What follows belongs to an exercise in optimizing a design on an open flow for small area, a short achievable clock period and few clock cycles per item; a production flow would make more cautious choices.
Only simulation tests tie the RTL to the original design; equivalence was not proved.

==> v5 <==
==> flow/design.v (excerpt) <==
module complex_mult_pipe #(
  parameter int IN0_W    = 16,
  parameter int IN0_FRAC = 8,
  parameter int IN1_W    = 12,
  parameter int IN1_FRAC = 10,
  parameter int OUT_W    = 16,
  parameter int OUT_FRAC = 8,
  parameter int ROUND    = 1
) (
  input  logic             CLK,
  input  logic             RST_N,
  input  logic             IN_VALID,
  output logic             IN_READY,
  input  logic             CONJ,
  input  logic [IN0_W-1:0] IN0_Real,
  input  logic [IN0_W-1:0] IN0_Img,
  input  logic [IN1_W-1:0] IN1_Real,
  input  logic [IN1_W-1:0] IN1_Img,
  output logic             OUT_VALID,
  input  logic             OUT_READY,
  output logic [OUT_W-1:0] OUT_Real,
  output logic [OUT_W-1:0] OUT_Img,
  output logic             OVF
);
export LEC_CHECK = 0
export CAP_MARGIN = 20
export CORE_MARGIN = 2
export CORE_UTILIZATION = 40
export PLACE_DENSITY = 0.5
export SETUP_SLACK_MARGIN = 3.0
export SLEW_MARGIN = 20
create_clock -name core_clock -period 6.5 [get_ports {CLK}]
standard.sh (not shown) runs the stock make flow with config.mk's settings and CLKGATE_MAP_FILE= SYNTH_SCRIPT=/design/flow/synth_recipe.tcl, a recipe that flattens the netlist after the stock synthesis.
==> flow/flow/run.sh <==
#!/bin/bash
set -euo pipefail
cp standard.sh standard_sh.log
export BUFFER_PORTS_ARGS="-buffer_cell sky130_fd_sc_hd__buf_2"
bash standard.sh synth > synth.log 2>&1
NET=orfs/results/sky130hd/complex_mult_pipe/base/1_2_yosys.v
cp "$NET" yosys_before_invpush.v.log
python3 flow/invpush.py "$NET" > invpush.log 2>&1
bash standard.sh > standard.log 2>&1
Other scripts of this flow, unchanged in this note and not shown: flow/flow/invpush.py
==> inputs of v23, as changes to v5 <==
--- a/flow/design.v
+++ b/flow/design.v
@@ -1171,24 +1171,27 @@
   assign re_a = {re_c950, re_c948, re_c946, re_c944, re_c942, re_c940, re_c938, re_c936, re_c934, re_c932, re_c930, re_c928, re_c926, re_c924, re_c922, re_c920, re_c918, re_c916, re_c914, re_c912, re_c910, re_c908, re_c906, re_c904, re_s903, 1'b0, 1'b0, 1'b0, 1'b0};
   assign re_b = {re_s951, re_s949, re_s947, re_s945, re_s943, re_s941, re_s939, re_s937, re_s935, re_s933, re_s931, re_s929, re_s927, re_s925, re_s923, re_s921, re_s919, re_s917, re_s915, re_s913, re_s911, re_s909, re_s907, re_s905, re_s847, 1'b0, 1'b0, 1'b0, 1'b0};
   assign im_a = {im_c1000, im_c998, im_c996, im_c994, im_c992, im_c990, im_c988, im_c986, im_c984, im_c982, im_c980, im_c978, im_c976, im_c974, im_c972, im_c970, im_c968, im_c966, im_c964, im_c962, im_c960, im_c958, im_c956, im_c954, im_s953, 1'b0, 1'b0, 1'b0, 1'b0};
   assign im_b = {im_s1001, im_s999, im_s997, im_s995, im_s993, im_s991, im_s989, im_s987, im_s985, im_s983, im_s981, im_s979, im_s977, im_s975, im_s973, im_s971, im_s969, im_s967, im_s965, im_s963, im_s961, im_s959, im_s957, im_s955, im_s875, 1'b0, 1'b0, 1'b0, 1'b0};
   assign re_s = re_a + re_b;
   assign im_s = im_a + im_b;
-  logic [18:0] yr_q, yi_q;
+  logic sat_r_d, sat_i_d;
+  assign sat_r_d = ~((&re_s[28:25]) | ~(|re_s[28:25]));
+  assign sat_i_d = ~((&im_s[28:25]) | ~(|im_s[28:25]));
+  logic [15:0] yr_q, yi_q;
+  logic        sr_q, si_q, sat_r, sat_i, sat_q;
   always_ff @(posedge CLK) begin
     if (!stall) begin
-      yr_q <= re_s[28:10]; yi_q <= im_s[28:10];
+      yr_q <= re_s[25:10]; yi_q <= im_s[25:10];
+      sr_q <= re_s[28]; si_q <= im_s[28];
+      sat_r <= sat_r_d; sat_i <= sat_i_d;
     end
   end
-  logic sat_r, sat_i, sat_q;
-  assign sat_r = ~((&yr_q[18:15]) | ~(|yr_q[18:15]));
-  assign sat_i = ~((&yi_q[18:15]) | ~(|yi_q[18:15]));
   assign sat_q = sat_r | sat_i;
-  assign OUT_Real = sat_r ? {yr_q[18], {15{~yr_q[18]}}} : yr_q[15:0];
-  assign OUT_Img  = sat_i ? {yi_q[18], {15{~yi_q[18]}}} : yi_q[15:0];
+  assign OUT_Real = sat_r ? {sr_q, {15{~sr_q}}} : yr_q;
+  assign OUT_Img  = sat_i ? {si_q, {15{~si_q}}} : yi_q;
   logic ovf_q;
   always_ff @(posedge CLK or negedge RST_N) begin
     if (!RST_N) ovf_q <= 1'b0;
     else if (OUT_VALID && OUT_READY && sat_q) ovf_q <= 1'b1;
   end
   assign OVF = ovf_q | sat_q;
==> results.py <==
metrics = {
    "timing": {
        "post-route-period-util_pct": 54.4,
        "timing.slew.headroom_pct": 27.7,
    },
    "place": {
        "post-place-cells": 3060,
        "preCtsSetupSlack_ps": 2310,
        "placed_cell_area_mm2": 0.0269,
    },
    "outcome": {
        "result_of_the_run": "finished clean",
    },
    "grt": {
        "grt_pass1_wl_um": 131000,
    },
}
[end of results for v23]
==> results.py <==
metrics = {
    "outcome": {
        "result_of_the_run": "finished clean",
    },
    "timing": {
        "timing.slew.headroom_pct": 31.5,
        "post-route-period-util_pct": 54.4,
    },
    "place": {
        "preCtsSetupSlack_ps": 2560,
        "placed_cell_area_mm2": 0.0272,
    },
    "grt": {
        "grt_pass1_wl_um": 136000,
    },
    "die": {
        "rows": 93,
    },
}
[end of results for v5]
Testbench counts of v5, summed over its fixed seeds: cycles 16,024, items 16,000.
Testbench counts of v23, summed over its fixed seeds: cycles 16,024, items 16,000.

==> separate check: timing with driven ports <==
In the flow no input, the clock included, has a driving cell. The finished layouts below were timed again as built, in two steps.
Step 1 sets driving cells, clkbuf_16 on the clock port and buf_2 on the other inputs (assumed; they add their load-dependent delay and slew).
Step 2 moves the port delays by t, midway between the first and last clock arrival at a register: inputs arrive t later, outputs are due t later. That takes back most of the time a late clock gives input paths.
Slacks: ideal / step 1 / step 2; pairs: ideal / step 1.
run	t (ns)	setup WS [ns]	worst setup path after step 2	worst slew at a driven data input, ns	cell pins on the clock port's net
v5	0.625	2.965 / 2.965 / 2.691	input to register	0.05	1
v23	0.653	2.964 / 2.964 / 2.485	input to register	0.06	1
After both steps every run listed still meets setup and hold. For v23, which loses most, drivers alone change the setup slack by 0.000 ns; drivers and shift together by -0.479 ns.
